This is an optimization exercise on Yosys and OpenROAD, whose aim is small area and a short achievable clock period, not a production implementation. Only simulation tests tie the RTL to the original design; equivalence was not proved. Power and IR drop assume default switching activity.

<file path="design/flow/flow/run.sh">
#!/bin/bash
# The standard ORFS layout (the standard.sh, every step unchanged), except that the
# buffers buffer_ports puts on every input and output port are the smallest buffer
# (buf_1) instead of the clkdlybuf4s50_1 it picks by default.
set -euo pipefail
bash standard.sh "BUFFER_PORTS_ARGS=-buffer_cell sky130_fd_sc_hd__buf_1" finish > standard_flow.log 2>&1
</file>
<file path="design/flow/standard.sh">
#!/bin/bash
# synth_recipe.tcl (not shown) runs the flow's synth.tcl, then flattens the netlist and writes it again
# the make line also repeats each setting of config.mk as NAME=value (left out here)
make -C /OpenROAD-flow-scripts/flow DESIGN_CONFIG=/design/flow/config.mk WORK_HOME=/design/flow/orfs CLKGATE_MAP_FILE= SYNTH_SCRIPT=/design/flow/synth_recipe.tcl "${@:-finish}"
</file>
<file path="design/flow/config.mk">
export PLATFORM = sky130hd
export DESIGN_NAME = rv_core
export DESIGN_NICKNAME = rv_core
export VERILOG_FILES = /design/flow/design.v
export SDC_FILE = /design/flow/constraint.sdc
export NUM_CORES = 4
export LEC_CHECK = 0
export CAP_MARGIN = 20
export CORE_MARGIN = 2
export CORE_UTILIZATION = 30
export SETUP_SLACK_MARGIN = 2.5
export SLEW_MARGIN = 20
export SYNTH_HIERARCHICAL = 1
export TNS_END_PERCENT = 10
</file>
<file path="design/flow/constraint.sdc">
create_clock -name core_clock -period 8.5 [get_ports {clk}]
set_input_delay 1.7000 -clock core_clock [delete_from_list [all_inputs] [get_ports {clk}]]
set_output_delay 1.7000 -clock core_clock [all_outputs]
set_load 0.01 [all_outputs]
</file>
<file path="design/flow/design.v">
`timescale 1ns/1ns
`default_nettype none
module rv_core (
    input  wire            clk,
    input  wire            reset,
    output logic [31:0]    iaddr_o,
    input  wire  [31:0]    idata_i,
    output logic [1023:0]  registers_o
);
    logic [31:1]       pc_q;
    logic [31:1][31:0] regs_q;
    logic [31:0]       pc;
    assign pc      = {pc_q, 1'b0};
    assign iaddr_o = pc;
    always_comb begin
        registers_o[31:0] = 32'b0;
        for (int i = 1; i < 32; i++) registers_o[32*i +: 32] = regs_q[i];
    end
    logic [31:0] ins;
    logic [6:0]  opc;
    logic [2:0]  f3;
    logic [4:0]  rd, rs1, rs2;
    assign ins = idata_i;
    assign opc = ins[6:0];
    assign f3  = ins[14:12];
    assign rd  = ins[11:7];
    assign rs1 = ins[19:15];
    assign rs2 = ins[24:20];
    logic is_opimm, is_op, is_lui, is_auipc, is_br, is_jal, is_jalr, is_alu, is_link;
    assign is_opimm = (opc == 7'b0010011);
    assign is_op    = (opc == 7'b0110011);
    assign is_lui   = (opc == 7'b0110111);
    assign is_auipc = (opc == 7'b0010111);
    assign is_br    = (opc == 7'b1100011);
    assign is_jal   = (opc == 7'b1101111);
    assign is_jalr  = (opc == 7'b1100111);
    assign is_alu   = is_opimm | is_op;
    assign is_link  = is_jal | is_jalr;
    logic [31:0] imm_i, imm_u, imm_b, imm_j;
    assign imm_i = {{20{ins[31]}}, ins[31:20]};
    assign imm_u = {ins[31:12], 12'b0};
    assign imm_b = {{20{ins[31]}}, ins[7], ins[30:25], ins[11:8], 1'b0};
    assign imm_j = {{12{ins[31]}}, ins[19:12], ins[20], ins[30:21], 1'b0};
    logic [31:0] a, rs2v;
    logic [31:1] sel1, sel2;
    always_comb begin
        for (int i = 1; i < 32; i++) begin
            sel1[i] = (rs1 == 5'(i));
            sel2[i] = (rs2 == 5'(i));
        end
    end
    for (genvar j = 0; j < 32; j++) begin : g_rd
        logic [10:0] t1, t2;
        for (genvar k = 0; k < 10; k++) begin : g_grp
            aoi222 u1 (
                .a1 (sel1[3*k+1]), .a2 (regs_q[3*k+1][j]),
                .b1 (sel1[3*k+2]), .b2 (regs_q[3*k+2][j]),
                .c1 (sel1[3*k+3]), .c2 (regs_q[3*k+3][j]),
                .y  (t1[k])
            );
            aoi222 u2 (
                .a1 (sel2[3*k+1]), .a2 (regs_q[3*k+1][j]),
                .b1 (sel2[3*k+2]), .b2 (regs_q[3*k+2][j]),
                .c1 (sel2[3*k+3]), .c2 (regs_q[3*k+3][j]),
                .y  (t2[k])
            );
        end
        nand2m u1_31 (.a(sel1[31]), .b(regs_q[31][j]), .y(t1[10]));
        nand2m u2_31 (.a(sel2[31]), .b(regs_q[31][j]), .y(t2[10]));
        nand11 u1_or (.t(t1), .y(a[j]));
        nand11 u2_or (.t(t2), .y(rs2v[j]));
    end
    logic        use_rs2, sub;
    logic [31:0] bx, sum, p0, g0;
    logic        cout;
    assign use_rs2 = opc[5] & ~opc[2];
    assign sub = ~opc[2] & (opc[6] | (f3[2:1] == 2'b01) | ((f3 == 3'b000) & opc[5] & ins[30]));
    for (genvar j = 0; j < 32; j++) begin : g_b
        bsel u (.r(rs2v[j]), .i(imm_i[j]), .u(use_rs2), .s(sub), .y(bx[j]));
    end
    add32 adder_i (
        .a    (a),
        .b    (bx),
        .cin  (sub),
        .s    (sum),
        .cout (cout),
        .p    (p0),
        .g    (g0)
    );
    logic lts, eq;
    assign lts = cout ^ p0[31];
    assign eq  = &p0;
    logic        left, fill;
    logic [4:0]  shamt;
    logic [31:0] sh [0:6];
    logic [31:0] sr;
    assign left  = ~f3[2];
    assign shamt = use_rs2 ? rs2v[4:0] : imm_i[4:0];
    assign fill  = ins[30] & a[31] & ~left;
    for (genvar i = 0; i < 32; i++) begin : g_rev
        mux2i_m u (.a(a[i]), .b(a[31-i]), .s(left), .y(sh[0][i]));
    end
    for (genvar k = 0; k < 5; k++) begin : g_sh
        logic fk;
        assign fk = (k % 2 == 0) ? ~fill : fill;
        for (genvar i = 0; i < 32; i++) begin : g_bit
            if (i + (1 << k) < 32) begin : g_in
                mux2i_m u (.a(sh[k][i]), .b(sh[k][i + (1 << k)]), .s(shamt[k]), .y(sh[k+1][i]));
            end else begin : g_fill
                mux2i_m u (.a(sh[k][i]), .b(fk), .s(shamt[k]), .y(sh[k+1][i]));
            end
        end
    end
    assign sr = sh[5];
    logic [31:0] pimm, pcimm, pc4;
    assign pimm  = opc[3] ? imm_j : (opc[2] ? imm_u : imm_b);
    assign pcimm = pc + pimm;
    assign pc4   = pc + 32'd4;
    logic d_alu, d_lui, d_auipc, d_link;
    logic s_add, s_sl, s_slt, s_sltu, s_xor, s_sr, s_or, s_and;
    logic we;
    assign d_alu   = ~reset & opc[4] & ~opc[2];
    assign d_lui   = ~reset & opc[4] &  opc[2] &  opc[5];
    assign d_auipc = ~reset & opc[4] &  opc[2] & ~opc[5];
    assign d_link  = ~reset & ~opc[4];
    assign s_add   = d_alu & (f3 == 3'b000);
    assign s_sl    = d_alu & (f3 == 3'b001);
    assign s_slt   = d_alu & (f3 == 3'b010);
    assign s_sltu  = d_alu & (f3 == 3'b011);
    assign s_xor   = d_alu & (f3 == 3'b100);
    assign s_sr    = d_alu & (f3 == 3'b101);
    assign s_or    = d_alu & (f3 == 3'b110);
    assign s_and   = d_alu & (f3 == 3'b111);
    assign we = is_alu | is_lui | is_auipc | is_link;
    logic [31:0] early_n, wd;
    always_comb begin
        for (int j = 0; j < 32; j++) begin
            early_n[j] = ~((s_xor   & p0[j])
                         | (s_or    & (p0[j] | g0[j]))
                         | (s_and   & g0[j])
                         | (d_lui   & imm_u[j])
                         | (d_auipc & pcimm[j])
                         | (d_link  & pc4[j])
                         | ((j == 0) & ((s_slt & lts) | (s_sltu & ~cout))));
        end
    end
    for (genvar j = 0; j < 32; j++) begin : g_wd
        logic sn, shn;
        nand2m u_s  (.a(sum[j]), .b(s_add), .y(sn));
        aoi22m u_sh (.a1(s_sr), .a2(sr[j]), .b1(s_sl), .b2(sr[31-j]), .y(shn));
        nand3m u_w  (.a(sn), .b(shn), .c(early_n[j]), .y(wd[j]));
    end
    for (genvar i = 1; i < 32; i++) begin : g_reg
        logic wen;
        assign wen = reset | (we & (rd == 5'(i)));
        always_ff @(posedge clk) begin
            if (wen) regs_q[i] <= wd;
        end
    end
    logic n_jal, n_br, n_jalr;
    logic t0, t1, go0, go1;
    logic [31:1] q0, q1, pc_next;
    assign n_jal  = ~reset & is_jal;
    assign n_br   = ~reset & is_br;
    assign n_jalr = ~reset & is_jalr;
    always_comb begin
        case (f3)
            3'b000:  begin t0 = eq;        t1 = eq;        end
            3'b001:  begin t0 = ~eq;       t1 = ~eq;       end
            3'b100:  begin t0 = p0[31];    t1 = ~p0[31];   end
            3'b101:  begin t0 = ~p0[31];   t1 = p0[31];    end
            3'b110:  begin t0 = 1'b1;      t1 = 1'b0;      end
            3'b111:  begin t0 = 1'b0;      t1 = 1'b1;      end
            default: begin t0 = 1'b0;      t1 = 1'b0;      end
        endcase
    end
    assign go0 = n_jal | (n_br & t0);
    assign go1 = n_jal | (n_br & t1);
    assign q0  = go0 ? pcimm[31:1] : ({31{~reset}} & pc4[31:1]);
    assign q1  = go1 ? pcimm[31:1] : ({31{~reset}} & pc4[31:1]);
    for (genvar j = 1; j < 32; j++) begin : g_pcn
        pcsel u (.s(sum[j]), .j(n_jalr), .c(cout), .q1(q1[j]), .q0(q0[j]), .y(pc_next[j]));
    end
    always_ff @(posedge clk) begin
        pc_q <= pc_next;
    end
endmodule
module add32 (
    input  wire  [31:0] a,
    input  wire  [31:0] b,
    input  wire         cin,
    output logic [31:0] s,
    output logic        cout,
    output logic [31:0] p,
    output logic [31:0] g
);
    logic [32:0] gg [0:5];
    logic [32:0] pp [0:5];
    for (genvar i = 0; i < 32; i++) begin : g_pg
        and2m u_g (.a(a[i]), .b(b[i]), .y(gg[0][i+1]));
        xor2m u_p (.a(a[i]), .b(b[i]), .y(pp[0][i+1]));
    end
    assign gg[0][0] = cin;
    assign pp[0][0] = 1'b0;
    for (genvar k = 1; k <= 5; k++) begin : g_lvl
        localparam int D = 1 << (k - 1);
        for (genvar i = 0; i <= 32; i++) begin : g_pos
            if (i < D) begin : g_pass
                assign gg[k][i] = ~gg[k-1][i];
                assign pp[k][i] = 1'b0;
            end else if (k % 2 == 1) begin : g_n
                if (i < 2 * D) begin : g_g
                    pfx_gn u (.gh(gg[k-1][i]), .ph(pp[k-1][i]), .gl(gg[k-1][i-D]), .gn(gg[k][i]));
                    assign pp[k][i] = 1'b0;
                end else begin : g_gp
                    pfx_gpn u (.gh(gg[k-1][i]), .ph(pp[k-1][i]), .gl(gg[k-1][i-D]), .pl(pp[k-1][i-D]),
                               .gn(gg[k][i]), .pn(pp[k][i]));
                end
            end else begin : g_p
                if (i < 2 * D) begin : g_g
                    pfx_gp u (.gnh(gg[k-1][i]), .pnh(pp[k-1][i]), .gnl(gg[k-1][i-D]), .g(gg[k][i]));
                    assign pp[k][i] = 1'b0;
                end else begin : g_gp
                    pfx_gpp u (.gnh(gg[k-1][i]), .pnh(pp[k-1][i]), .gnl(gg[k-1][i-D]), .pnl(pp[k-1][i-D]),
                               .g(gg[k][i]), .p(pp[k][i]));
                end
            end
        end
    end
    assign s = ~(pp[0][32:1] ^ gg[5][31:0]);
    pfx_gp u_cout (.gnh(gg[5][32]), .pnh(pp[5][32]), .gnl(gg[5][0]), .g(cout));
    assign p = pp[0][32:1];
    assign g = gg[0][32:1];
endmodule
module nand2m (
    input  wire  a, b,
    output logic y
);
    assign y = ~(a & b);
endmodule
module nand3m (
    input  wire  a, b, c,
    output logic y
);
    assign y = ~(a & b & c);
endmodule
module aoi22m (
    input  wire  a1, a2, b1, b2,
    output logic y
);
    assign y = ~((a1 & a2) | (b1 & b2));
endmodule
module mux2i_m (
    input  wire  a, b, s,
    output logic y
);
    assign y = ~(s ? b : a);
endmodule
module pcsel (
    input  wire  s, j, c, q1, q0,
    output logic y
);
    assign y = j ? s : (c ? q1 : q0);
endmodule
module nand11 (
    input  wire  [10:0] t,
    output logic        y
);
    assign y = ~&t;
endmodule
module bsel (
    input  wire  r, i, u, s,
    output logic y
);
    assign y = (u ? r : i) ^ s;
endmodule
module and2m (
    input  wire  a, b,
    output logic y
);
    assign y = a & b;
endmodule
module xor2m (
    input  wire  a, b,
    output logic y
);
    assign y = a ^ b;
endmodule
module pfx_gn (
    input  wire  gh, ph, gl,
    output logic gn
);
    assign gn = ~(gh | (ph & gl));
endmodule
module pfx_gpn (
    input  wire  gh, ph, gl, pl,
    output logic gn, pn
);
    assign gn = ~(gh | (ph & gl));
    assign pn = ~(ph & pl);
endmodule
module pfx_gp (
    input  wire  gnh, pnh, gnl,
    output logic g
);
    assign g = ~(gnh & (pnh | gnl));
endmodule
module pfx_gpp (
    input  wire  gnh, pnh, gnl, pnl,
    output logic g, p
);
    assign g = ~(gnh & (pnh | gnl));
    assign p = ~(pnh | pnl);
endmodule
module aoi222 (
    input  wire  a1, a2, b1, b2, c1, c2,
    output logic y
);
    assign y = ~((a1 & a2) | (b1 & b2) | (c1 & c2));
endmodule
`default_nettype wire
</file>
==> summary.txt, run 1 <==
status=timing/DRC/antenna clean; TritonRoute pass-1 iters=17; commonest cells in the synthesized netlist=edfxtp_1, a222oi_1, mux2i_1; GP Congestion=1.05; CP max stage cell=nand4_1; final setup fails=0; Tot Pwr=15.5 mW; type of destination of the critical path=register; crit-path max FO=14; Skew-Pair Late Insertion Delay=800 ps; Mean Syn Cell Area=13.9 um2; Switching Power=5.48 mW; DRT antenna net count=0; Worst Setup EP=regs_q[704]; CP delay by family, top=compound AO/OA/AOI/OAI gates; DIE WIDTH=413 um; pwr/cell area=233 nW/um2; Initial Util=30.1%; Die Ht=413 um; core area=167000 um2; CTS buffer count=109; mapped cell area=50200 um2; area leader, netlist=edfxtp_1; Syn Inst Count=3597; Relative slew margins=18.1%; cts hold-fix bufs=0; Setup CP Type=primary input to register; Setup WS pre-CTS=716 ps; Post-synth EDFFs=992; first-pass GRT wire length=421000 um; asr flop ratio synth=0%; Port Buffer Count=1056; Critical R2R Launch=regs_q[867]; Max stage delay on crit path=660 ps; most common cell in the netlist=edfxtp_1; Bufs and invs on worst path=6; Worst Path Required=9010 ps; critical path arrival=6930 ps; Synth top area share=59.4%; setup ws final=2080 ps; worst vdd ir=0.000203 V; Area Growth Syn to Fin=32.2%; total track usage=36.2%; HPWL Detailed=239000 um; Vias=50.2k; CTS tree=built; Fin Setup TNS=0 ps; Yosys reg bits=1023; metal3 WL=49500 um; largest net degree at the start of global routing=66; Avg WL per Cell=44.0 um; Clk pwr share=31.1%; DRC violations left=0; Tightest Hold Check Type=register to register; Crit. path cell count=22; row count=150; placed inst area=60500 um2; r2r worst-path depth=18; Logic pwr share=26.3%; switching share of total power=35.4%; Startpoint Class=primary input; Max Cap Violations=0; WL met2=136000 um; antenna violations before repair=23; Internal=9.99 mW; Post-Place Cells=7067; main flop type after synthesis=edfxtp_1; hold depth=4; Layout Nets=5175; sequential fraction of the synthesis area=60.6%; DR iter-0 viols=13.5k; die area=171000 um2; share of power burned in registers=42.6%; DR top layer=met5; Worst-Margin Slew=1230 ps; leakage=23.1 nW; Total Wirelength=327000 um; clock root cell=clkbuf_16; synth top area cells=edfxtp_1, a222oi_1, mux2i_1; via count of the first global-routing pass=45.6k; M1 wire length=110000 um; reg2reg setup slack=3490 ps; min Tclk post-route=6420 ps; unrepaired setup endpoints after global routing=true; Post-Layout Inst Area=66300 um2; clock skew=91.4 ps; critical path cell sequence=buf_1, buf_4, nand2_2, buf_8, nor2_4, buf_4, a222oi_1, nand4_1, or3_4, xor2_2, buf_6, a21oi_4, o21ai_4, a21oi_2, o21ai_2, a21oi_2, o21ai_4, xor2_1, o21ai_1, a32oi_2, nand3_4, clkbuf_16; clk sinks=1023; Post-Layout Cell Count=7418; worst r2r dst=regs_q[704]; Tcrit/Tclk final=75.5%; post-DR vias/cell=6.77; htree depth=3; Slew Limit Fails=0; clock transition at the registers of the reported paths=70 ps; IO Pins=1090; final-report hold violation count=0; fmax=156 MHz; layout cells sized above 1=20.4%; Synth cell types=73; Syn. warnings=13; grt total ovfl=0; CTS max path bufs=3; Setup crit start=idata_i[18]; fillers=16.0k
## through the flow
stage / hold slack (ps) / utilization (%)
finish: 845 / 39.8
global placement: 816 / 36.3
CTS: 851 / 39.2
global route: 898 / 39.8
floorplan: 716 / -
detailed placement: 844 / 36.3
## worst min-delay path by stage
stage | start | to | slack, ps
finish | pc_q[1] | pc_q[1] | 850
global route | pc_q[1] | pc_q[1] | 900
CTS | pc_q[1] | pc_q[1] | 850
detailed placement | pc_q[1] | pc_q[1] | 840
global placement | pc_q[1] | pc_q[1] | 820
floorplan | pc_q[1] | pc_q[1] | 720
## final cells by class
class	count	area [um2]	area share (%)
diodes	13	32.5	0.0491
clock buffers	133	2820	4.25
clock inverters	71	738	1.11
inverters	21	78.8	0.119
multi-input cells	2493	21200	32.0
flip-flops and latches	1023	30400	45.9
well taps	2204	2760	4.16
repair buffers	1460	8260	12.5
## power groups by stage
stage                     Clock, mW  Combinational [mW]  Sequential, mW
after global placement            0                3.71            6.64
after global routing           5.03                4.12            6.62
after detailed placement          0                3.69            6.66
after CTS                      4.83                3.82            6.56
after floorplan                   0                1.58            6.73
final                          4.82                4.07            6.59
## per-module statistics from Yosys (local to each module, per instance), a selection
module | area (um2) | flops+latches | copies in the design
pfx_gn | 8.76 | 0 | 21
aoi222 | 10.0 | 0 | 640
mux2i_m | 10.0 | 0 | 192
pfx_gpp | 12.5 | 0 | 46
nand2m | 3.75 | 0 | 96
xor2m | 8.76 | 0 | 32
bsel | 18.8 | 0 | 32
pfx_gp | 5.00 | 0 | 11
rv_core | 35900 | 1023 | 1
nand11 | 23.8 | 0 | 64
pfx_gpn | 12.5 | 0 | 57
## worst reg2reg max path: stages (launching register included)
cell and delay (ps):
edfxtp_1 410, a222oi_1 520, nand4_1 510, or3_1 530, mux2i_1 180, xnor2_1 260
xor2_2 170, buf_4 200, a21oi_2 260, o21ai_2 130, a21oi_2 200, o21ai_2 100
a21oi_2 190, o21ai_4 80, xor2_1 170, o21ai_1 120, a32oi_2 270, nand3_4 200
clkbuf_16 240
## flip-flops by register name, summed over array words and instances, names as in the netlist
signal and cells:
regs_q 992, pc_q 31
## placed cells by master, fill, tap and decap left out, types with 23 or more instances in the layout
cell       synthesis  routed
a21o_1            36      27
a21oi_1           57      57
a21oi_2           79      76
a222oi_1         659     659
a22oi_2           32      32
and2_1            37      37
buf_1              0    1044
buf_12             0      74
buf_4             33     302
clkbuf_1          58      24
clkbuf_16          0     114
clkinv_1           0      26
conb_1             1      33
dfxtp_1           31      31
edfxtp_1         992     992
ha_1              32      32
mux2_2            56      55
mux2i_1          264     254
nand2_1          231     204
nand2_2            0      23
nand3_1          121      98
nand4_1          146     146
nor2_1           149      99
nor2_4             0      48
o21ai_0           37      36
o21ai_1           49      44
o21ai_2           47      50
or3_1             66      39
or3_4              0      27
xnor2_1           82      72
xor2_1            74      42
xor2_2             0      31
## cells by family (layout without fill, tap and decap cells)
kind of cell             count (synthesis)  count (layout)  synth area share, %
flip-flops                            1023            1023                 60.6
other                                    1              46              0.00747
adder cells (fa/ha/maj)                 33              33                0.838
AND/OR/NAND/NOR                        866             871                 8.67
AO/OA/AOI/OAI                         1077            1077                 19.4
buffers and inverters                  118            1685                 1.14
multiplexers                           323             323                 6.59
XOR/XNOR                               156             156                 2.72
## routing by layer
metal / global-route usage, % / vias to the layer above
li1: - / 19000
met3: 13.0 / 1199
met4: 26.0 / 16
met1: 44.1 / 24700
met5: 0 / -
met2: 53.0 / 5280
## repair_timing
item,in CTS,in global routing
endpoints found under the setup margin,1023,1020
gates resized for setup,125,62
buffers inserted,66,53
gates cloned,8,7
pin swaps,98,67
==> run 2, diff against run 1 <==
--- a/design/flow/config.mk
+++ b/design/flow/config.mk
@@ -6,9 +6,12 @@
 export NUM_CORES = 4
 export LEC_CHECK = 0
-export CAP_MARGIN = 20
+export CAP_MARGIN = 30
+export CELL_PAD_IN_SITES_DETAIL_PLACEMENT = 1
 export CORE_MARGIN = 2
 export CORE_UTILIZATION = 30
-export SETUP_SLACK_MARGIN = 2.5
-export SLEW_MARGIN = 20
+export CTS_CLUSTER_DIAMETER = 100
+export CTS_CLUSTER_SIZE = 24
+export SETUP_SLACK_MARGIN = 3
+export SLEW_MARGIN = 30
 export SYNTH_HIERARCHICAL = 1
 export TNS_END_PERCENT = 10
==> run 2 against run 1 <==
Total power decreased by 8.9%. Die area unchanged. Sequential share of layout area decreased by 0.34 points. Hold slack improved by 4.9 ps. Combinational power increased by 8.8%. Critical endpoint is now pc_q[2]. Largest cell class unchanged.
==> summary.txt, run 2 <==
clock skew=64.2 ps (-27.3 ps); Logic pwr share=31.4% (+5.1 points); clock root cell=clkbuf_16; Synth cell types=73 (unchanged); Yosys reg bits=1023 (unchanged); sequential fraction of the synthesis area=60.6% (unchanged); Bufs and invs on worst path=6 (unchanged); DR iter-0 viols=12.8k (-5.1%); Switching Power=5.34 mW (-2.6%); Clk pwr share=21.7% (-9.4 points); most common cell after layout, fill and taps aside=buf_1; commonest cells after routing, fill and taps aside=buf_1, edfxtp_1, a222oi_1; hold endpoint=pc_q[1]; TritonRoute pass-1 iters=15 (-2); reg2reg setup slack=3470 ps (-20 ps); Total Wirelength=346000 um (+6.0%); Fin Setup TNS=0 ps (unchanged); Tcrit/Tclk final=75.3% (-0.21 points); commonest cells in the synthesized netlist=edfxtp_1, a222oi_1, mux2i_1; Max stage delay on crit path=670 ps (about the same); Post-Place Cells=7014 (-0.75%); die area=171000 um2 (unchanged); cell repeated most along the worst path=buf_12; post-DR vias/cell=7.03 (+4.0%); Post-synth EDFFs=992 (unchanged); critical path cell sequence=clkbuf_16, buf_12, nand3b_1, buf_6, nor2_4, buf_12, buf_12, a222oi_1, nand4_1, or3_1, mux2i_2, xnor2_2, xor2_4, nand4_1, nor4_2, nand2_1, xnor2_1, nand2_1, o21ai_4, buf_12, mux2_4, mux2i_1, o21ai_1; Initial Util=30.1% (unchanged); CTS tree=built; Critical R2R Launch=regs_q[872]; post-synthesis adder-cell area fraction=0.838% (unchanged); Post-Layout Cell Count=7380 (-0.51%); CP delay by family, top=simple AND/OR/NAND/NOR gates; switching share of total power=37.9% (+2.4 points); pwr/cell area=211 nW/um2 (-9.6%); GP Congestion=1.10 (+4.8%); cts hold-fix bufs=0 (unchanged); final-report hold violation count=0 (unchanged); Slew Limit Fails=0 (unchanged); row count=150 (unchanged); fmax=156 MHz (+0.28%); synth top area cells=edfxtp_1, a222oi_1, mux2i_1; hold depth=4 (unchanged); HPWL Detailed=242000 um (+1.3%); grt total ovfl=0 (unchanged); Compound-Gate Fraction of Synth Area=19.4% (unchanged); crit-path max FO=8 (-6); Top reg by flops=regs_q; layout cells sized above 1=22.3% (+1.9 points); post-synthesis simple-gate area fraction=8.67% (unchanged); XOR/XNOR Fraction of Synth Area=2.72% (unchanged); Synth top area share=59.4% (unchanged); Mean Syn Cell Area=13.9 um2 (unchanged); clk sinks=1023 (unchanged); Setup CP Type=primary input to register; first-pass GRT wire length=448000 um (+6.5%); Syn Inst Count=3597 (unchanged); Relative slew margins=27.3% (+9.2 points); Internal=8.75 mW (-12%); Avg WL per Cell=46.9 um (+6.5%); Tightest Hold Check Type=register to register; CTS max path bufs=3 (unchanged); r2r worst-path depth=12 (-6); CTS buffer count=54 (-50%); core area=167000 um2 (unchanged); Worst Path Required=9040 ps (+30 ps); main flop type after synthesis=edfxtp_1; most common cell in the netlist=edfxtp_1; via count of the first global-routing pass=49.0k (+7.4%); Largest regs=regs_q: 992 flops, pc_q: 31 flops; worst vdd ir=0.000200 V (-1.7%); critical path arrival=6950 ps (+20 ps); status=timing/DRC/antenna clean; Syn. warnings=13 (unchanged); type of destination of the critical path=register; mux cell area share after synthesis=6.59% (unchanged); Worst-Margin Slew=1070 ps (-152 ps); main combinational cell family by area after synthesis=compound AO/OA/AOI/OAI gates; Die Ht=413 um (unchanged); asr flop ratio synth=0% (unchanged); Startpoint Class=primary input; area leader, netlist=edfxtp_1; worst r2r dst=regs_q[552]; Max Cap Violations=0 (unchanged); total track usage=38.4% (+2.2 points); DIE WIDTH=413 um (unchanged); share of power burned in registers=46.9% (+4.3 points); IO Pins=1090 (unchanged); Port Buffer Count=1056 (unchanged); max reg flops=992 (unchanged); leakage=23.1 nW (-0.19%); DRT antenna net count=0 (unchanged); WHS=850 ps (+4.87 ps); antenna violations before repair=28 (+22%); unrepaired setup endpoints after global routing=true; Vias=51.9k (+3.4%); DRC violations left=0 (unchanged); mapped cell area=50200 um2 (unchanged); final core utilization=40.1% (+0.30 points); htree depth=2 (-1); final setup fails=0 (unchanged); Area Growth Syn to Fin=33.2%; clock transition at the registers of the reported paths=80 ps (about the same); largest net degree at the start of global routing=66 (unchanged); Skew-Pair Late Insertion Delay=740 ps (-60 ps); HP Start=pc_q[1]; CP max stage cell=nand4_1; Layout Nets=5212 (+0.71%); min Tclk post-route=6400 ps (-18.0 ps)
[run 2: cell types whose count changed in the layout (fill, tap and decap cells not counted), moves of 19 or more]
cell | previous run | this run
a21oi_4 | 3 | 22
buf_4 | 302 | 324
buf_6 | 15 | 42
clkbuf_16 | 114 | 64
clkinv_1 | 26 | 0
clkinv_2 | 20 | 1
mux2i_1 | 254 | 223
mux2i_2 | 7 | 29
or3_1 | 39 | 20
or3_4 | 27 | 46
[run 2: cell families after synthesis]
| group | after synthesis |
|---|---|
| adder cells (fa/ha/maj) | 33 |
| AO/OA/AOI/OAI | 1077 |
| multiplexers | 323 |
| AND/OR/NAND/NOR | 866 |
| other | 1 |
| buffers and inverters | 118 |
| XOR/XNOR | 156 |
| flip-flops | 1023 |
[run 2: tightest hold or removal path, stage by stage (launching register included)]
cell,delay [ps]
dfxtp_1,400
nand2b_1,140
mux2i_1,80
mux2i_1,120
o21ai_1,70
[run 2: per-stage QoR]
| stage | area [um2] | power [mW] | setup WS, ps |
|---|---|---|---|
| after floorplan | 51200 | 8.31 | 2000 |
| after global placement | 59800 | 10.1 | 490 |
| after detailed placement | 59900 | 10.1 | 436 |
| after CTS | 65400 | 13.6 | 2550 |
| after global routing | 66800 | 14.3 | 2080 |
| final | 66800 | 14.1 | 2100 |
[run 2: power by group through the flow]
| stage | Sequential [mW] | Clock (mW) | Combinational, mW |
|---|---|---|---|
| CTS | 6.57 | 3.04 | 3.96 |
| floorplan | 6.73 | 0 | 1.58 |
| detailed placement | 6.68 | 0 | 3.46 |
| finish | 6.60 | 3.06 | 4.43 |
| global placement | 6.65 | 0 | 3.42 |
| global route | 6.63 | 3.19 | 4.46 |
[run 2: routing by layer]
metal	wire [um]	global-route usage [%]	vias to the layer above
met3	52100	14.4	1517
met2	142000	55.1	5536
li1	-	-	19000
met1	114000	46.0	25800
met5	187	0	-
met4	38000	31.1	24
[run 2: layout make-up]
class	instances	area, um2
clock buffer	61	1400
fill	17700	99800
sequential	1023	30400
inverter	21	78.8
tap	2204	2760
multi-input combinational	2496	22200
timing repair buffer	1549	9730
clock inverter	14	239
antenna	12	30.0
[run 2: Yosys stat by module (local to each module, per instance), excerpt]
module / times used / area (um2) / flops+latches
bsel: 32 / 18.8 / 0
aoi22m: 32 / 12.5 / 0
mux2i_m: 192 / 10.0 / 0
xor2m: 32 / 8.76 / 0
and2m: 32 / 6.26 / 0
nand3m: 32 / 5.00 / 0
[run 2: worst max path at each step]
stage / start / depth (start not counted) / end
detailed placement: idata_i[21] / 20 / regs_q[64]
global placement: idata_i[21] / 20 / pc_q[23]
global route: idata_i[3] / 14 / regs_q[988]
CTS: idata_i[24] / 23 / regs_q[608]
floorplan: idata_i[22] / 19 / regs_q[0]
finish: idata_i[24] / 23 / pc_q[2]
[run 2: timing repair]
action	CTS	global route
cloned	27	8
endpoints found under the setup margin	1023	1023
pin swaps	226	84
buffers inserted	193	50
gates resized for setup	319	129
hold endpoints to repair	0	0
==> run 3, diff against run 2 <==
--- a/design/flow/design.v
+++ b/design/flow/design.v
@@ -90,5 +90,5 @@
     logic lts, eq;
     assign lts = cout ^ p0[31];
-    assign eq  = &p0;
+    assign eq  = ~|(a ^ rs2v);
     logic        left, fill;
     logic [4:0]  shamt;
==> run 3 against run 2 <==
Still clean on timing, DRC and antenna. Worst setup slack got worse by 30 ps. First-iteration DRC count increased by 4.3%. Routed wire length rose by 1.5%. Final area grew 0.66%. Global-route usage fell by 0.17 points. Area after synthesis is 0.62% higher. Core utilization grew 0.13 points. Critical path type unchanged.
==> summary.txt, run 3 <==
Startpoint Class=primary input; total track usage=38.3% (-0.17 points); leakage=23.1 nW (+0.37%); area leader, netlist=edfxtp_1; via count of the first global-routing pass=48.9k (-0.031%); Vias=52.6k (+1.3%); fmax=155 MHz (-0.46%); clock transition at the registers of the reported paths=100 ps (+20 ps); DRC violations left=0 (unchanged); Worst-Margin Slew=1120 ps (+49.9 ps); Mean Syn Cell Area=13.9 um2 (about the same); Synth cell types=77 (+5.5%); share of power burned in registers=46.9% (about the same); commonest cells after routing, fill and taps aside=buf_1, edfxtp_1, a222oi_1; Tcrit/Tclk final=75.7% (+0.35 points); asr flop ratio synth=0% (unchanged); main flop type after synthesis=edfxtp_1; Layout Nets=5288 (+1.5%); Syn. warnings=13 (unchanged); Post-Layout Inst Area=67300 um2 (+0.66%); HPWL Detailed=250000 um (+3.1%); clock skew=48.0 ps (-16.2 ps); final-report hold violation count=0 (unchanged); GP Congestion=1.09 (-0.75%); critical path arrival=6970 ps (+20 ps); placed inst area=60500 um2 (+0.97%); TritonRoute pass-1 iters=14 (-1); synth top area cells=edfxtp_1, a222oi_1, mux2i_1; grt total ovfl=0 (unchanged); Switching Power=5.39 mW (+0.91%); Internal=8.74 mW (-0.13%); Setup CP Type=primary input to register; FF/Latch Area=30400 um2 (unchanged); first-pass GRT wire length=453000 um (+1.1%); Yosys reg bits=1023 (unchanged); core area=167000 um2 (+0.34%); final setup fails=0 (unchanged); mapped cell area=50500 um2 (+0.62%); layout cells sized above 1=23.6% (+1.3 points); most common cell after layout, fill and taps aside=buf_1; largest net degree at the start of global routing=41 (-38%); Max Cap Violations=0 (unchanged); clk sinks=1023 (unchanged); Relative slew margins=25.0% (-2.3 points); unrepaired setup endpoints after global routing=true; sequential fraction of the synthesis area=60.2% (-0.37 points); Top reg by flops=regs_q; Slew Limit Fails=0 (unchanged); post-DR vias/cell=7.06 (+0.41%); IO Pins=1090 (unchanged); antenna violations before repair=24 (-14%); Clk pwr share=20.2% (-1.5 points); DIE WIDTH=414 um (+0.31%); crit-path max FO=31 (+23); DRT antenna net count=0 (unchanged); Logic pwr share=32.9% (+1.5 points); row count=150 (unchanged); status=timing/DRC/antenna clean; Post-synth EDFFs=992 (unchanged); area of the multi-input gates=22500 um2 (+1.3%); die area=172000 um2 (+0.61%); min Tclk post-route=6430 ps (+29.8 ps); pwr/cell area=210 nW/um2 (-0.39%); Total Wirelength=351000 um (+1.5%); Avg WL per Cell=47.2 um (+0.57%); Tot Pwr=14.1 mW (+0.27%); Worst Path Required=9040 ps (about the same); cts hold-fix bufs=0 (unchanged); Initial Util=30.2% (+0.084 points); Tightest Hold Check Type=register to register; htree depth=2 (unchanged); switching share of total power=38.1% (+0.24 points); CTS max path bufs=3 (unchanged); DR iter-0 viols=13.3k (+4.3%); type of destination of the critical path=register; max reg flops=992 (unchanged); Port Buffer Count=1056 (unchanged); clock root cell=clkbuf_16; Syn Inst Count=3620 (+0.64%); Area Growth Syn to Fin=33.2% (about the same); commonest cells in the synthesized netlist=edfxtp_1, a222oi_1, mux2i_1; fillers=17.8k (+0.20%); Skew-Pair Late Insertion Delay=710 ps (-30 ps); CTS tree=built; Largest regs=regs_q: 992 flops, pc_q: 31 flops; Fin Setup TNS=0 ps (unchanged); CTS buffer count=51 (-5.6%); Synth top area share=59.0% (-0.36 points); worst vdd ir=0.000220 V (+9.8%); Die Ht=414 um (+0.31%); most common cell in the netlist=edfxtp_1
[run 3: changes by cell type after synthesis, moves of 5 or more]
cell      change
xnor2_1      +36
o21ai_1       -7
xor2_1        -7
a21oi_1       -7
buf_6         +5
clkbuf_1     -13
buf_2         -6
and3_1        -5
a31oi_1       -5
buf_4         +7
nor2_1       +11
[run 3: area by class of cell]
type	instances	share of cell area, %
clock inverter	10	0.214
antenna	12	0.0446
inverter	24	0.134
tap	2204	4.10
timing repair buffer	1604	15.0
clock buffer	53	1.91
sequential	1023	45.2
multi-input combinational	2517	33.4
[run 3: critical path: stages]
cell and delay, ps:
buf_12 130, buf_4 140, nand2b_4 60, or2_4 190
nor2_4 140, buf_6 190, a222oi_1 420, nand4_1 570
or3_4 600, mux2i_1 250, xnor2_1 230, xor2_2 330
nand2_2 200, o21ai_4 270, a21oi_2 110, buf_4 150
o21ai_2 150, a21oi_2 50, xnor2_1 400, nand2_1 110
nand3_1 260, buf_12 250
[run 3: power groups by stage]
stage                     Sequential, mW  Clock (mW)  Combinational, mW
after floorplan                     6.73           0               1.64
after global placement              6.67           0               3.69
after detailed placement            6.70           0               3.71
after CTS                           6.58        2.84               4.23
after global routing                6.65        2.96               4.66
final                               6.62        2.86               4.65
[run 3: cell families after synthesis]
kind of cell             Yosys count  share of synthesized area [%]
AO/OA/AOI/OAI                   1073                           19.4
XOR/XNOR                         187                           3.27
adder cells (fa/ha/maj)           33                          0.833
buffers and inverters            117                           1.25
flip-flops                      1023                           60.2
multiplexers                     322                           6.52
other                              1                        0.00743
AND/OR/NAND/NOR                  864                           8.48
[run 3: repair_timing]
action	4_1_cts	5_1_grt
buffers inserted	191	71
resized for setup	355	120
setup endpoints to repair	1023	1023
pin swaps	170	77
gates cloned	14	16
[run 3: per-module statistics from Yosys, one instance, submodules excluded, a selection]
module,cell area (um2),flip-flops and latches,copies in the design,cells inside
add32,310,0,1,40
pfx_gn,8.76,0,21,1
pfx_gpp,12.5,0,46,2
pcsel,18.8,0,31,3
aoi222,10.0,0,640,1
pfx_gpn,12.5,0,57,2
and2m,6.26,0,32,1
nand2m,3.75,0,96,1
bsel,18.8,0,32,2
xor2m,8.76,0,32,1
mux2i_m,10.0,0,192,1
nand11,23.8,0,64,4
nand3m,5.00,0,32,1
rv_core,36200,1023,1,1873
pfx_gp,5.00,0,11,1
[run 3: layer usage]
layer	vias up	global-route usage, %	part of all wire (%)
li1	19100	-	-
met1	26100	45.2	32
met2	5783	56.0	41
met3	1620	13.2	15
met4	12	32.0	12
met5	-	0	0.025
[run 3: metrics by stage]
| step | hold WS [ps] | worst slack (ps) | std cells | util, % |
|---|---|---|---|---|
| 2_1_floorplan | 856 | 2000 | 3652 | - |
| 3_3_place_gp | 948 | 120 | 7073 | 36.1 |
| 3_5_place_dp | 1000 | 132 | 7077 | 36.2 |
| 4_1_cts | 1020 | 2550 | 7345 | 39.2 |
| 5_1_grt | 1100 | 1910 | 7437 | 40.2 |
| 6_report | 1050 | 2070 | 7447 | 40.2 |
[run 3: path summary, 6_finish.rpt]
path                                   from           to  slack, ps  depth (start not counted)
worst max-delay path            idata_i[20]  regs_q[146]       2070                         22
worst min-delay path                pc_q[2]      pc_q[2]       1050                          4
worst max register to register  regs_q[869]  regs_q[146]       3430                         16
worst min register to register      pc_q[2]      pc_q[2]       1050                          4
==> run 4, diff against run 3 <==
--- a/design/flow/design.v
+++ b/design/flow/design.v
@@ -76,6 +76,9 @@
     assign use_rs2 = opc[5] & ~opc[2];
     assign sub = ~opc[2] & (opc[6] | (f3[2:1] == 2'b01) | ((f3 == 3'b000) & opc[5] & ins[30]));
+    logic [31:0] bx1, bx0;
+    assign bx1 = use_rs2 ? {32{~sub}} : (imm_i ^ {32{sub}});
+    assign bx0 = use_rs2 ? {32{sub}}  : (imm_i ^ {32{sub}});
     for (genvar j = 0; j < 32; j++) begin : g_b
-        bsel u (.r(rs2v[j]), .i(imm_i[j]), .u(use_rs2), .s(sub), .y(bx[j]));
+        mux2m u (.a(bx0[j]), .b(bx1[j]), .s(rs2v[j]), .y(bx[j]));
     end
     add32 adder_i (
@@ -269,9 +272,9 @@
     assign y = ~&t;
 endmodule
-module bsel (
-    input  wire  r, i, u, s,
+module mux2m (
+    input  wire  a, b, s,
     output logic y
 );
-    assign y = (u ? r : i) ^ s;
+    assign y = s ? b : a;
 endmodule
 module and2m (
--- a/design/flow/config.mk
+++ b/design/flow/config.mk
@@ -10,7 +10,5 @@
 export CORE_MARGIN = 2
 export CORE_UTILIZATION = 30
-export CTS_CLUSTER_DIAMETER = 100
-export CTS_CLUSTER_SIZE = 24
-export SETUP_SLACK_MARGIN = 3
+export SETUP_SLACK_MARGIN = 2.5
 export SLEW_MARGIN = 30
 export SYNTH_HIERARCHICAL = 1
==> run 4 against run 3 <==
Die area grew 0.31%. Global-route usage grew 0.39 points. Total power grew 14%.
==> summary.txt, run 4 <==
Tcrit/Tclk final=79.2% (+3.5 points); setup ws final=1770 ps (-296 ps); critical path cell sequence=buf_16, nand3b_1, nor2_4, a222oi_1, nand4_1, or3_4, mux2i_1, mux2i_1, mux2i_1, mux2i_1, mux2i_1, mux2i_1, a22oi_2, nand3_2, buf_4; clock skew=68.3 ps (+20.3 ps); Synth cell types=71 (-7.8%); most common cell after layout, fill and taps aside=buf_1; pwr/cell area=237 nW/um2 (+13%); Tightest Hold Check Type=register to register; Syn Inst Count=3660 (+1.1%); crit-path max FO=19 (-39%); Worst-Margin Slew=1180 ps (+60.8 ps); Die Ht=415 um (+0.16%); final-report hold violation count=0 (unchanged); total track usage=38.7% (+0.39 points); Top reg by flops=regs_q; mux cell area share after synthesis=6.82% (+0.30 points); max reg flops=992 (unchanged); CP delay by family, top=simple AND/OR/NAND/NOR gates; commonest cells in the synthesized netlist=edfxtp_1, a222oi_1, mux2i_1, nand2_1, nor2_1; HPWL Detailed=256000 um (+2.5%); post-DR vias/cell=7.08 (+0.29%); Vias=53.2k (+1.2%); Max Cap Violations=0 (unchanged); Post-synth EDFFs=992 (unchanged); status=timing/DRC/antenna clean; cts hold-fix bufs=0 (unchanged); Yosys reg bits=1023 (unchanged); DIE WIDTH=415 um (+0.16%); fmax=149 MHz (-4.4%); min Tclk post-route=6730 ps (+296 ps); WHS=963 ps (-83.0 ps); XOR/XNOR Fraction of Synth Area=2.66% (-0.61 points); area leader, netlist=edfxtp_1; clock transition at the registers of the reported paths=60 ps (-40 ps); met1 Track Usage GR=43.1% (-2.1 points); post-synthesis simple-gate area fraction=8.43% (-0.054 points); Setup CP Type=primary input to register; Tot Pwr=16.2 mW (+14%); htree depth=3 (+1); CTS max path bufs=3 (unchanged); Mean Syn Cell Area=13.8 um2 (-0.78%); CTS tree=built; Layout Nets=5284 (-0.076%); clk sinks=1023 (unchanged); Avg WL per Cell=47.8 um (+1.4%); Synth top area share=58.8% (-0.19 points); Fin Setup TNS=0 ps (unchanged); IO Pins=1090 (unchanged); Post-Place Cells=7091 (+0.20%); type of destination of the critical path=register; Area Growth Syn to Fin=34.7%; Post-Layout Cell Count=7516 (+0.93%); post-synthesis adder-cell area fraction=0.830% (-0.0026 points); Total Wirelength=359000 um (+2.3%); Setup WS pre-CTS=616 ps (+485 ps); asr flop ratio synth=0% (unchanged); main combinational cell family by area after synthesis=compound AO/OA/AOI/OAI gates; fillers=17.8k (+0.44%); via count of the first global-routing pass=49.4k (+0.85%); final setup fails=0 (unchanged); grt total ovfl=0 (unchanged); GP Congestion=1.14 (+4.4%); GR Util met3=14.4% (+1.3 points); first-pass GRT wire length=458000 um (+1.1%); row count=150 (unchanged); Slew Limit Fails=0 (unchanged); Port Buffer Count=1056 (unchanged); DRT antenna net count=0 (unchanged); Worst Path Required=8990 ps (-50 ps); core area=167000 um2 (+0.11%); most common cell in the netlist=edfxtp_1; synth top area cells=edfxtp_1, a222oi_1, mux2i_1; mapped cell area=50600 um2 (+0.31%); GRT met2 Usage=57.8% (+1.8 points); largest net degree at the start of global routing=49 (+20%); die area=172000 um2 (+0.31%); Startpoint Class=primary input; CP max stage cell=nand4_1; DRC violations left=0 (unchanged); Max stage delay on crit path=1130 ps (+530 ps); Syn. warnings=13 (unchanged); GRT Max-Usage Layer=met2; cell repeated most along the worst path=mux2i_1; Bufs and invs on worst path=2 (-3); TritonRoute pass-1 iters=17 (+3); Initial Util=30.2% (+0.061 points); Skew-Pair Late Insertion Delay=810 ps (+100 ps); clock root cell=clkbuf_16; critical path arrival=7210 ps (+240 ps); Relative slew margins=21.0% (-4.0 points); CTS buffer count=105 (+110%); sequential fraction of the synthesis area=60.1% (-0.19 points); DR iter-0 viols=13.3k (unchanged); antenna violations before repair=34 (+42%); commonest cells after routing, fill and taps aside=buf_1, edfxtp_1, a222oi_1; layout cells sized above 1=22.8% (-0.82 points); worst vdd ir=0.000265 V (+21%); main flop type after synthesis=edfxtp_1; Compound-Gate Fraction of Synth Area=20.0% (+0.56 points); leakage=23.7 nW (+2.4%); Largest regs=regs_q: 992 flops, pc_q: 31 flops; unrepaired setup endpoints after global routing=true
run 4: cell types whose count changed after synthesis, moves of 8 or more:
cell,previous run,this run
xnor2_1,118,91
a21oi_1,50,66
nor2_1,160,150
mux2_4,0,32
o21a_1,4,15
mux2i_1,267,235
clkbuf_1,45,59
nor3_1,24,37
o21ai_0,38,72
inv_1,24,35
nor2b_1,16,8
run 4: worst reg2reg max path: cells and delay by family (launching register included):
| kind | cells | cell delay, ps |
|---|---|---|
| compound gates | 2 | 1340 |
| buf+inv | 1 | 290 |
| flops | 1 | 540 |
| mux | 6 | 1330 |
| simple gates | 3 | 2170 |
run 4: cell type report:
| type | instances | area [um2] | share of cell area, % |
|---|---|---|---|
| Inverter | 35 | 135 | 0.198 |
| Sequential cell | 1023 | 30400 | 44.6 |
| Multi-Input combinational cell | 2541 | 22400 | 32.8 |
| Tap cell | 2204 | 2760 | 4.04 |
| Antenna cell | 7 | 17.5 | 0.0257 |
| Timing Repair Buffer | 1511 | 8940 | 13.1 |
| Clock inverter | 68 | 806 | 1.18 |
| Clock buffer | 127 | 2750 | 4.04 |
run 4: power breakdown:
part | switching (mW) | internal, mW
registers | 0.531 | 6.13
logic | 3.14 | 1.42
clock network | 2.19 | 2.75
run 4: cells by family after synthesis:
| kind of cell | count (synthesis) |
|---|---|
| buffers and inverters | 133 |
| AND/OR/NAND/NOR | 862 |
| flip-flops | 1023 |
| other | 1 |
| AO/OA/AOI/OAI | 1132 |
| adder cells (fa/ha/maj) | 33 |
| multiplexers | 322 |
| XOR/XNOR | 154 |
run 4: stage by stage:
stage	instance area [um2]	utilization, %
floorplan	52400	-
global placement	61100	36.5
detailed placement	61100	36.5
CTS	65600	39.2
global route	68200	40.7
finish	68200	40.7
run 4: final timing paths:
path / start / to / slack, ps / cells after the start
worst max-delay path: idata_i[19] / regs_q[41] / 1770 / 15
worst min-delay path: pc_q[1] / pc_q[1] / 960 / 4
worst max register to register: regs_q[868] / regs_q[41] / 2520 / 12
worst min register to register: pc_q[1] / pc_q[1] / 960 / 4
run 4: Yosys stat by module (local to each module, per instance), excerpt:
module	flops+latches	cell area (um2)
pfx_gp	0	5.00
xor2m	0	8.76
nand2m	0	3.75
mux2m	0	15.0
nand11	0	23.8
nand3m	0	5.00
aoi222	0	10.0
pfx_gpp	0	12.5
run 4: repair_timing:
action | CTS | global route
pin swaps | 77 | 94
endpoints found under the setup margin | 1023 | 1023
buffers inserted | 49 | 149
gates cloned | 2 | 22
gates resized for setup | 103 | 180
run 4: layer usage:
| layer | wire [um] | part of all wire (%) |
|---|---|---|
| met3 | 54200 | 15 |
| met1 | 112000 | 31 |
| met5 | 343 | 0.095 |
| met4 | 43200 | 12 |
| met2 | 150000 | 42 |
==> run 5, diff against run 4 <==
--- a/design/flow/design.v
+++ b/design/flow/design.v
@@ -91,6 +91,5 @@
         .g    (g0)
     );
-    logic lts, eq;
-    assign lts = cout ^ p0[31];
+    logic eq;
     assign eq  = ~|(a ^ rs2v);
     logic        left, fill;
@@ -144,13 +143,20 @@
                          | (d_lui   & imm_u[j])
                          | (d_auipc & pcimm[j])
-                         | (d_link  & pc4[j])
-                         | ((j == 0) & ((s_slt & lts) | (s_sltu & ~cout))));
+                         | (d_link  & pc4[j]));
         end
     end
+    logic v0, v1, sltn;
+    assign v0 = (s_slt & p0[31]) | s_sltu;
+    assign v1 = s_slt & ~p0[31];
+    mux2i_m u_slt (.a(v0), .b(v1), .s(cout), .y(sltn));
     for (genvar j = 0; j < 32; j++) begin : g_wd
         logic sn, shn;
         nand2m u_s  (.a(sum[j]), .b(s_add), .y(sn));
         aoi22m u_sh (.a1(s_sr), .a2(sr[j]), .b1(s_sl), .b2(sr[31-j]), .y(shn));
-        nand3m u_w  (.a(sn), .b(shn), .c(early_n[j]), .y(wd[j]));
+        if (j == 0) begin : g_slt
+            nand4m u_w (.a(sn), .b(shn), .c(early_n[j]), .d(sltn), .y(wd[j]));
+        end else begin : g_nslt
+            nand3m u_w (.a(sn), .b(shn), .c(early_n[j]), .y(wd[j]));
+        end
     end
     for (genvar i = 1; i < 32; i++) begin : g_reg
@@ -266,4 +272,10 @@
     assign y = j ? s : (c ? q1 : q0);
 endmodule
+module nand4m (
+    input  wire  a, b, c, d,
+    output logic y
+);
+    assign y = ~(a & b & c & d);
+endmodule
 module nand11 (
     input  wire  [10:0] t,
--- a/design/flow/config.mk
+++ b/design/flow/config.mk
@@ -6,10 +6,9 @@
 export NUM_CORES = 4
 export LEC_CHECK = 0
-export CAP_MARGIN = 30
-export CELL_PAD_IN_SITES_DETAIL_PLACEMENT = 1
+export CAP_MARGIN = 20
 export CORE_MARGIN = 2
 export CORE_UTILIZATION = 30
 export SETUP_SLACK_MARGIN = 2.5
-export SLEW_MARGIN = 30
+export SLEW_MARGIN = 20
 export SYNTH_HIERARCHICAL = 1
 export TNS_END_PERCENT = 10
==> run 5 against run 4 <==
Still clean. Count of clock-buffer cells in the layout is 14 lower. Sequential share of layout area is 0.84 points higher. Worst setup slack better by 380 ps. Critical path type unchanged. Largest cell class unchanged.
==> summary.txt, run 5 <==
status=timing/DRC/antenna clean; pwr/cell area=232 nW/um2 (-2.1%); area leader, netlist=edfxtp_1; row count=151 (+0.67%); WHS=928 ps (-35.1 ps); critical path arrival=6850 ps (-360 ps); Tot Pwr=15.5 mW (-3.9%); type of destination of the critical path=register; DR iter-0 viols=14.0k (+4.8%); Syn Inst Count=3656 (-0.11%); crit-path max FO=8 (-11); Max Cap Violations=0 (unchanged); final-report hold violation count=0 (unchanged); setup ws final=2150 ps (+383 ps); largest net degree at the start of global routing=65 (+33%); Vias=51.1k (-4.0%); Total Wirelength=333000 um (-7.3%); main flop type after synthesis=edfxtp_1; cell repeated most along the worst path=buf_12; commonest cells in the synthesized netlist=edfxtp_1, a222oi_1, mux2i_1; Initial Util=30.1% (-0.14 points); clk sinks=1023 (unchanged); Tcrit/Tclk final=74.6% (-4.5 points); HP Start=pc_q[2]; Tightest Hold Check Type=register to register; max reg flops=992 (unchanged); most common cell in the netlist=edfxtp_1; first-pass GRT wire length=428000 um (-6.5%); Layout Nets=5194 (-1.7%); final setup fails=0 (unchanged); DIE WIDTH=415 um (+0.15%); Post-Layout Inst Area=66900 um2 (-1.8%); CTS buffer count=100 (-4.8%); Port Buffer Count=1056 (unchanged); worst vdd ir=0.000169 V (-36%); commonest cells after routing, fill and taps aside=buf_1, edfxtp_1, a222oi_1; IO Pins=1090 (unchanged); most common cell after layout, fill and taps aside=buf_1; Relative slew margins=12.3% (-8.8 points); Bufs and invs on worst path=9 (+7); fillers=16.1k (-9.6%); Die Ht=415 um (+0.15%); core area=169000 um2 (+0.78%); Skew-Pair Late Insertion Delay=770 ps (-40 ps); die area=173000 um2 (+0.31%); DRT antenna net count=0 (unchanged); Critical R2R Launch=regs_q[198]; Fin Setup TNS=0 ps (unchanged); DRC violations left=0 (unchanged); clock root cell=clkbuf_16; Synth cell types=77 (+8.5%); mapped cell area=50800 um2 (+0.31%); clock skew=33.2 ps (-35.2 ps); CP max stage cell=nand4_1; layout cells sized above 1=21.7% (-1.0 points); via count of the first global-routing pass=46.1k (-6.6%); Worst-Margin Slew=1320 ps (+131 ps); Area Growth Syn to Fin=31.8%; HPWL Detailed=240000 um (-6.3%); clock transition at the registers of the reported paths=70 ps (about the same); Setup crit start=idata_i[22]; placed inst area=60800 um2 (-0.50%); total track usage=36.3% (-2.4 points); critical path cell sequence=buf_4, buf_12, nand2b_4, buf_12, nor2_4, buf_12, buf_4, a222oi_1, nand4_1, or3_4, buf_4, mux2_4, and2_1, a21oi_4, o21ai_4, a21oi_2, o21ai_2, a21oi_2, o21ai_4, buf_12, mux2i_1, nand4_1, buf_6, clkbuf_16; min Tclk post-route=6350 ps (-383 ps); grt total ovfl=0 (unchanged); fmax=158 MHz (+6.0%); CTS max path bufs=3 (unchanged); Avg WL per Cell=44.8 um (-6.4%); GP Congestion=1.10 (-3.9%); Setup WS pre-CTS=279 ps (-338 ps); cts hold-fix bufs=0 (unchanged); Top reg by flops=regs_q; Syn. warnings=13 (unchanged); TritonRoute pass-1 iters=17 (unchanged); sequential fraction of the synthesis area=59.9% (-0.18 points); Startpoint Class=primary input; unrepaired setup endpoints after global routing=true; asr flop ratio synth=0% (unchanged); leakage=23.2 nW (-1.9%); synth top area cells=edfxtp_1, a222oi_1, mux2i_1; Max stage delay on crit path=670 ps (-460 ps); Yosys reg bits=1023 (unchanged); htree depth=3 (unchanged); Synth top area share=58.6% (-0.18 points); Slew Limit Fails=0 (unchanged); CP delay by family, top=simple AND/OR/NAND/NOR gates; Setup CP Type=primary input to register; Largest regs=regs_q: 992 flops, pc_q: 31 flops; post-DR vias/cell=6.87 (-3.0%); antenna violations before repair=20 (-41%); Post-synth EDFFs=992 (unchanged); CTS tree=built; Worst Path Required=9010 ps (+20 ps); Mean Syn Cell Area=13.9 um2 (+0.42%)
## run 5: cell count changes in the layout (fill, tap and decap cells not counted), sizes merged, moves of 6 or more
cell,previous run,this run
a21o,40,47
clkbuf,147,119
nor3,37,17
nand2,235,223
xnor2,91,51
and2,35,41
xor2,63,104
nand3,127,119
a21oi,144,135
buf,1491,1434
## run 5: where the power goes
part | internal (mW) | switching (mW)
sequential | 6.12 | 0.473
combinational | 1.23 | 2.94
clock | 2.63 | 2.13
total | 9.99 | 5.54
## run 5: kinds of logic (layout without fill, tap and decap cells)
kind of cell	count (synthesis)	in the layout	share of synthesized area [%]
xor gates and xnor gates	155	155	2.69
adders and majority gates	33	33	0.828
other	1	44	0.00738
muxes	323	324	6.84
buffers and inverters	136	1654	1.41
AOI/OAI and AO/OA	1137	1137	20.0
DFF	1023	1023	59.9
and+or+nand+nor	848	852	8.36
## run 5: path summary, 6_finish.rpt
check	cells past startpoint	slack (ps)	end
setup / recovery	24	2150	regs_q[960]
hold / removal	4	930	pc_q[2]
setup reg to reg	17	3490	regs_q[960]
hold reg to reg	4	930	pc_q[2]
## run 5: per-module statistics from Yosys, one instance, submodules excluded, a selection
module / area [um2] / times used
pfx_gpn: 12.5 / 57
nand2m: 3.75 / 96
pfx_gp: 5.00 / 11
pfx_gpp: 12.5 / 46
nand4m: 6.26 / 1
aoi22m: 12.5 / 32
and2m: 6.26 / 32
aoi222: 10.0 / 640
nand11: 23.8 / 64
mux2i_m: 10.0 / 193
pfx_gn: 8.76 / 21
## run 5: metrics by stage
step	instances	utilization [%]
6_report	7440	39.7
3_5_place_dp	7075	36.1
2_1_floorplan	3688	-
3_3_place_gp	7075	36.0
4_1_cts	7355	38.8
5_1_grt	7431	39.7
## run 5: worst min-delay path: stages, from the launching register on
cell and delay (ps):
dfxtp_1 400, nor2_1 170, mux2_2 160, mux2i_1 60, o21ai_1 100
## run 5: what timing repair did
action                                   CTS  global route
endpoints found under the setup margin  1023          1023
cloned                                     3            11
pin swaps                                 85            75
buffers inserted                          91            63
gates resized for setup                  121           155
## run 5: routing by layer
metal	vias up	global-route usage, %	part of all wire (%)
met5	-	0	0.011
met4	6	31.0	12
met3	1417	11.7	14
met2	5485	53.1	41
met1	25100	43.0	33
li1	19100	-	-
## run 5: area by class of cell
class                      count  area, um2  area share [%]
inverter                      28        105           0.157
clock inverter                73        793            1.19
tap                         2218       2780            4.15
sequential                  1023      30400            45.4
timing repair buffer        1440       8010            12.0
antenna                       11       27.5          0.0411
clock buffer                 113       2590            3.87
multi-input combinational   2534      22200            33.2
==> run 6, diff against run 5 <==
--- a/design/flow/design.v
+++ b/design/flow/design.v
@@ -42,14 +42,15 @@
     assign imm_b = {{20{ins[31]}}, ins[7], ins[30:25], ins[11:8], 1'b0};
     assign imm_j = {{12{ins[31]}}, ins[19:12], ins[20], ins[30:21], 1'b0};
-    logic [31:0] a, rs2v;
-    logic [31:1] sel1, sel2;
-    always_comb begin
-        for (int i = 1; i < 32; i++) begin
-            sel1[i] = (rs1 == 5'(i));
-            sel2[i] = (rs2 == 5'(i));
-        end
+    logic [31:0] an, r2n;
+    logic [3:0][31:1] sel1l, sel2l;
+    for (genvar l = 0; l < 4; l++) begin : g_dec
+        dec31 u1 (.r(rs1), .sel(sel1l[l]));
+        dec31 u2 (.r(rs2), .sel(sel2l[l]));
     end
     for (genvar j = 0; j < 32; j++) begin : g_rd
         logic [10:0] t1, t2;
+        logic [31:1] sel1, sel2;
+        assign sel1 = sel1l[j / 8];
+        assign sel2 = sel2l[j / 8];
         for (genvar k = 0; k < 10; k++) begin : g_grp
             aoi222 u1 (
@@ -68,6 +69,6 @@
         nand2m u1_31 (.a(sel1[31]), .b(regs_q[31][j]), .y(t1[10]));
         nand2m u2_31 (.a(sel2[31]), .b(regs_q[31][j]), .y(t2[10]));
-        nand11 u1_or (.t(t1), .y(a[j]));
-        nand11 u2_or (.t(t2), .y(rs2v[j]));
+        and11 u1_or (.t(t1), .y(an[j]));
+        and11 u2_or (.t(t2), .y(r2n[j]));
     end
     logic        use_rs2, sub;
@@ -80,8 +81,8 @@
     assign bx0 = use_rs2 ? {32{sub}}  : (imm_i ^ {32{sub}});
     for (genvar j = 0; j < 32; j++) begin : g_b
-        mux2m u (.a(bx0[j]), .b(bx1[j]), .s(rs2v[j]), .y(bx[j]));
+        mux2m u (.a(bx1[j]), .b(bx0[j]), .s(r2n[j]), .y(bx[j]));
     end
     add32 adder_i (
-        .a    (a),
+        .an   (an),
         .b    (bx),
         .cin  (sub),
@@ -92,5 +93,5 @@
     );
     logic eq;
-    assign eq  = ~|(a ^ rs2v);
+    assign eq  = ~|(an ^ r2n);
     logic        left, fill;
     logic [4:0]  shamt;
@@ -98,8 +99,8 @@
     logic [31:0] sr;
     assign left  = ~f3[2];
-    assign shamt = use_rs2 ? rs2v[4:0] : imm_i[4:0];
-    assign fill  = ins[30] & a[31] & ~left;
+    assign shamt = use_rs2 ? ~r2n[4:0] : imm_i[4:0];
+    assign fill  = ins[30] & ~an[31] & ~left;
     for (genvar i = 0; i < 32; i++) begin : g_rev
-        mux2i_m u (.a(a[i]), .b(a[31-i]), .s(left), .y(sh[0][i]));
+        mux2m u (.a(an[i]), .b(an[31-i]), .s(left), .y(sh[0][i]));
     end
     for (genvar k = 0; k < 5; k++) begin : g_sh
@@ -196,5 +197,5 @@
 endmodule
 module add32 (
-    input  wire  [31:0] a,
+    input  wire  [31:0] an,
     input  wire  [31:0] b,
     input  wire         cin,
@@ -207,6 +208,6 @@
     logic [32:0] pp [0:5];
     for (genvar i = 0; i < 32; i++) begin : g_pg
-        and2m u_g (.a(a[i]), .b(b[i]), .y(gg[0][i+1]));
-        xor2m u_p (.a(a[i]), .b(b[i]), .y(pp[0][i+1]));
+        andn2m u_g (.an(an[i]), .b(b[i]), .y(gg[0][i+1]));
+        xnor2m u_p (.a(an[i]), .b(b[i]), .y(pp[0][i+1]));
     end
     assign gg[0][0] = cin;
@@ -272,4 +273,12 @@
     assign y = j ? s : (c ? q1 : q0);
 endmodule
+module dec31 (
+    input  wire  [4:0]  r,
+    output logic [31:1] sel
+);
+    always_comb begin
+        for (int i = 1; i < 32; i++) sel[i] = (r == 5'(i));
+    end
+endmodule
 module nand4m (
     input  wire  a, b, c, d,
@@ -278,9 +287,9 @@
     assign y = ~(a & b & c & d);
 endmodule
-module nand11 (
+module and11 (
     input  wire  [10:0] t,
     output logic        y
 );
-    assign y = ~&t;
+    assign y = &t;
 endmodule
 module mux2m (
@@ -290,15 +299,15 @@
     assign y = s ? b : a;
 endmodule
-module and2m (
-    input  wire  a, b,
+module andn2m (
+    input  wire  an, b,
     output logic y
 );
-    assign y = a & b;
+    assign y = ~an & b;
 endmodule
-module xor2m (
+module xnor2m (
     input  wire  a, b,
     output logic y
 );
-    assign y = a ^ b;
+    assign y = ~(a ^ b);
 endmodule
 module pfx_gn (
==> run 6 against run 5 <==
Synthesized cell count rose by 7.0%. Core utilization down 1.6 points. Global-route usage down 3.1 points. Die area grew 3.2%. Sequential cell count unchanged. Register-to-register slack improved by 270 ps. Combinational power down 7.0%. Largest power group unchanged. Critical path type unchanged. Maximum frequency rose by 4.2%. Sequential share of layout area grew 0.52 points. Clock power increased by 7.3%. Sequential power grew 2%. Highest routed layer unchanged. Clock skew increased by 2.3 ps.
==> summary.txt, run 6 <==
Startpoint Class=primary input; post-synthesis simple-gate area fraction=11.3% (+2.9 points); Worst Path Required=8970 ps (-40 ps); clock transition at the registers of the reported paths=60 ps (about the same); crit-path max FO=31 (+23); Avg WL per Cell=41.2 um (-7.9%); Relative slew margins=20.7% (+8.4 points); Area Growth Syn to Fin=26.2%; DR iter-0 viols=12.7k (-9.2%); pwr/cell area=238 nW/um2 (+2.5%); Largest regs=regs_q: 992 flops, pc_q: 31 flops; die area=178000 um2 (+3.2%); Tcrit/Tclk final=71.6% (-3.0 points); Tot Pwr=15.7 mW (+1.3%); unrepaired setup endpoints after global routing=true; met1 Track Usage GR=43.1% (+0.12 points); core area=174000 um2 (+3.0%); Post-synth EDFFs=992 (unchanged); main flop type after synthesis=edfxtp_1; Slew Limit Fails=0 (unchanged); Synth cell types=74 (-3.9%); leakage=22.4 nW (-3.6%); CTS buffer count=111 (+11%); GR Util met3=8.42% (-3.3 points); Setup CP Type=primary input to register; final-report hold violation count=0 (unchanged); Post-Layout Inst Area=66200 um2 (-1.1%); via count of the first global-routing pass=46.3k (+0.29%); worst vdd ir=0.000158 V (-6.2%); type of destination of the critical path=register; clk sinks=1023 (unchanged); status=timing/DRC/antenna clean; Port Buffer Count=1056 (unchanged); largest net degree at the start of global routing=66 (+1.5%); htree depth=3 (unchanged); layout cells sized above 1=18.7% (-3.0 points); GP Congestion=1.04 (-5.3%); main combinational cell family by area after synthesis=compound AO/OA/AOI/OAI gates; Mean Syn Cell Area=13.4 um2 (-3.5%); mapped cell area=52500 um2 (+3.3%); XOR/XNOR Fraction of Synth Area=2.59% (-0.099 points); GRT met2 Usage=50.3% (-2.9 points); Post-Place Cells=7347 (+3.8%); Skew-Pair Late Insertion Delay=790 ps (+20 ps); Synth top area share=56.8% (-1.9 points); commonest cells in the synthesized netlist=edfxtp_1, a222oi_1, nor2_1; Max Cap Violations=0 (unchanged); DIE WIDTH=422 um (+1.6%); DRT antenna net count=0 (unchanged); post-DR vias/cell=6.64 (-3.3%); antenna violations before repair=14 (-30%); Die Ht=422 um (+1.6%); critical path arrival=6560 ps (-290 ps); Compound-Gate Fraction of Synth Area=19.3% (-0.71 points); first-pass GRT wire length=410000 um (-4.2%); GRT Max-Usage Layer=met2; reg2reg setup slack=3760 ps (+270 ps); total track usage=33.1% (-3.1 points); Post-Layout Cell Count=7602 (+2.2%); TritonRoute pass-1 iters=17 (unchanged); commonest cells after routing, fill and taps aside=buf_1, edfxtp_1, a222oi_1; CTS max path bufs=3 (unchanged); Syn. warnings=14 (+1); final core utilization=38.1% (-1.6 points); Total Wirelength=313000 um (-5.9%); max reg flops=992 (unchanged); row count=153 (+1.3%); fillers=16.9k (+5.0%); most common cell in the netlist=edfxtp_1; mux cell area share after synthesis=6.82% (-0.012 points); Worst-Margin Slew=1190 ps (-126 ps)
==> run 6: cell types whose count changed after synthesis, sizes merged, moves of 20 or more <==
| cell | previous run | this run |
|---|---|---|
| mux2 | 89 | 122 |
| and2 | 41 | 4 |
| nor2 | 156 | 362 |
| xnor2 | 51 | 79 |
| mux2i | 234 | 196 |
| or3 | 71 | 11 |
| xor2 | 104 | 76 |
| nor3 | 16 | 73 |
| nor2b | 9 | 41 |
| nand2 | 223 | 243 |
==> run 6: report_power, final <==
part | total, mW | switching [mW] | internal, mW
Sequential | 6.75 | 0.619 | 6.13
Clock | 5.12 | 2.24 | 2.87
Combinational | 3.88 | 2.67 | 1.20
==> run 6: kinds of logic (layout without fill, tap and decap cells) <==
logic type / count (synthesis) / count (layout)
buffers and inverters: 139 / 1466
adders and majority gates: 33 / 33
muxes: 318 / 318
AOI/OAI and AO/OA: 1134 / 1134
DFF: 1023 / 1023
xor gates and xnor gates: 155 / 155
other: 1 / 38
and+or+nand+nor: 1110 / 1110
==> run 6: Yosys stat by module (local to each module, per instance), a selection <==
module,flip-flops and latches,cell area (um2),times used,cells
mux2m,0,15.0,64,1
pfx_gpn,0,12.5,57,2
xnor2m,0,8.76,32,1
pcsel,0,18.8,31,3
mux2i_m,0,10.0,161,1
rv_core,1023,35900,1,1829
nand2m,0,3.75,96,1
pfx_gpp,0,12.5,46,2
add32,0,310,1,40
and11,0,27.5,64,4
nand3m,0,5.00,31,1
==> run 6: metal layers <==
layer,vias up,part of all wire [%]
li1,19500,-
met1,25600,37
met2,4531,44
met3,883,12
met4,10,6.9
met5,-,0.019
==> run 6: metrics by stage <==
stage,hold WS [ps],setup WS [ps],setup TNS [ps]
after floorplan,850,2500,0
after global placement,892,-54.2,-934
after detailed placement,908,-0.361,-0.361
after CTS,921,2460,0
after global routing,1010,2450,0
final,940,2410,0
==> run 6: cell type report <==
| cell class | count | area, um2 | share of cell area, % |
|---|---|---|---|
| sequential | 1023 | 30400 | 45.9 |
| clock buffer | 127 | 2870 | 4.34 |
| multi-input combinational | 2783 | 23200 | 35.1 |
| timing repair buffer | 1228 | 5760 | 8.70 |
| antenna | 5 | 12.5 | 0.0189 |
| inverter | 30 | 115 | 0.174 |
| clock inverter | 81 | 897 | 1.36 |
| tap | 2325 | 2910 | 4.40 |
==> run 6: final timing paths <==
| check | startpoint | endpoint | cells after the start |
|---|---|---|---|
| max | idata_i[22] | regs_q[702] | 14 |
| min | pc_q[1] | pc_q[1] | 4 |
| max reg2reg | regs_q[318] | regs_q[702] | 10 |
| min reg2reg | pc_q[1] | pc_q[1] | 4 |
==> run 6: repair_timing <==
item | 4_1_cts | 5_1_grt
pin swaps | 33 | 41
setup endpoints to repair | 1023 | 1023
buffers inserted | 27 | 9
resized for setup | 93 | 76
gates cloned | 0 | 5
==> run 6: worst max-delay path: stages <==
cell	delay, ps
buf_8	240
buf_4	250
nand3b_1	250
nor2_1	200
a222oi_1	680
nand3_1	250
nor3_4	380
mux2_4	370
xnor2_4	200
a222oi_1	700
o21ai_0	180
a21oi_1	480
nand3_1	280
buf_12	240

Setup slack of run 6, layout unchanged: 2.411 ns with ideal ports, 2.395 ns with driving cells assumed (clock clkbuf_16, inputs buf_2), 1.549 ns with port delays also shifted by the 0.847 ns mid clock arrival.
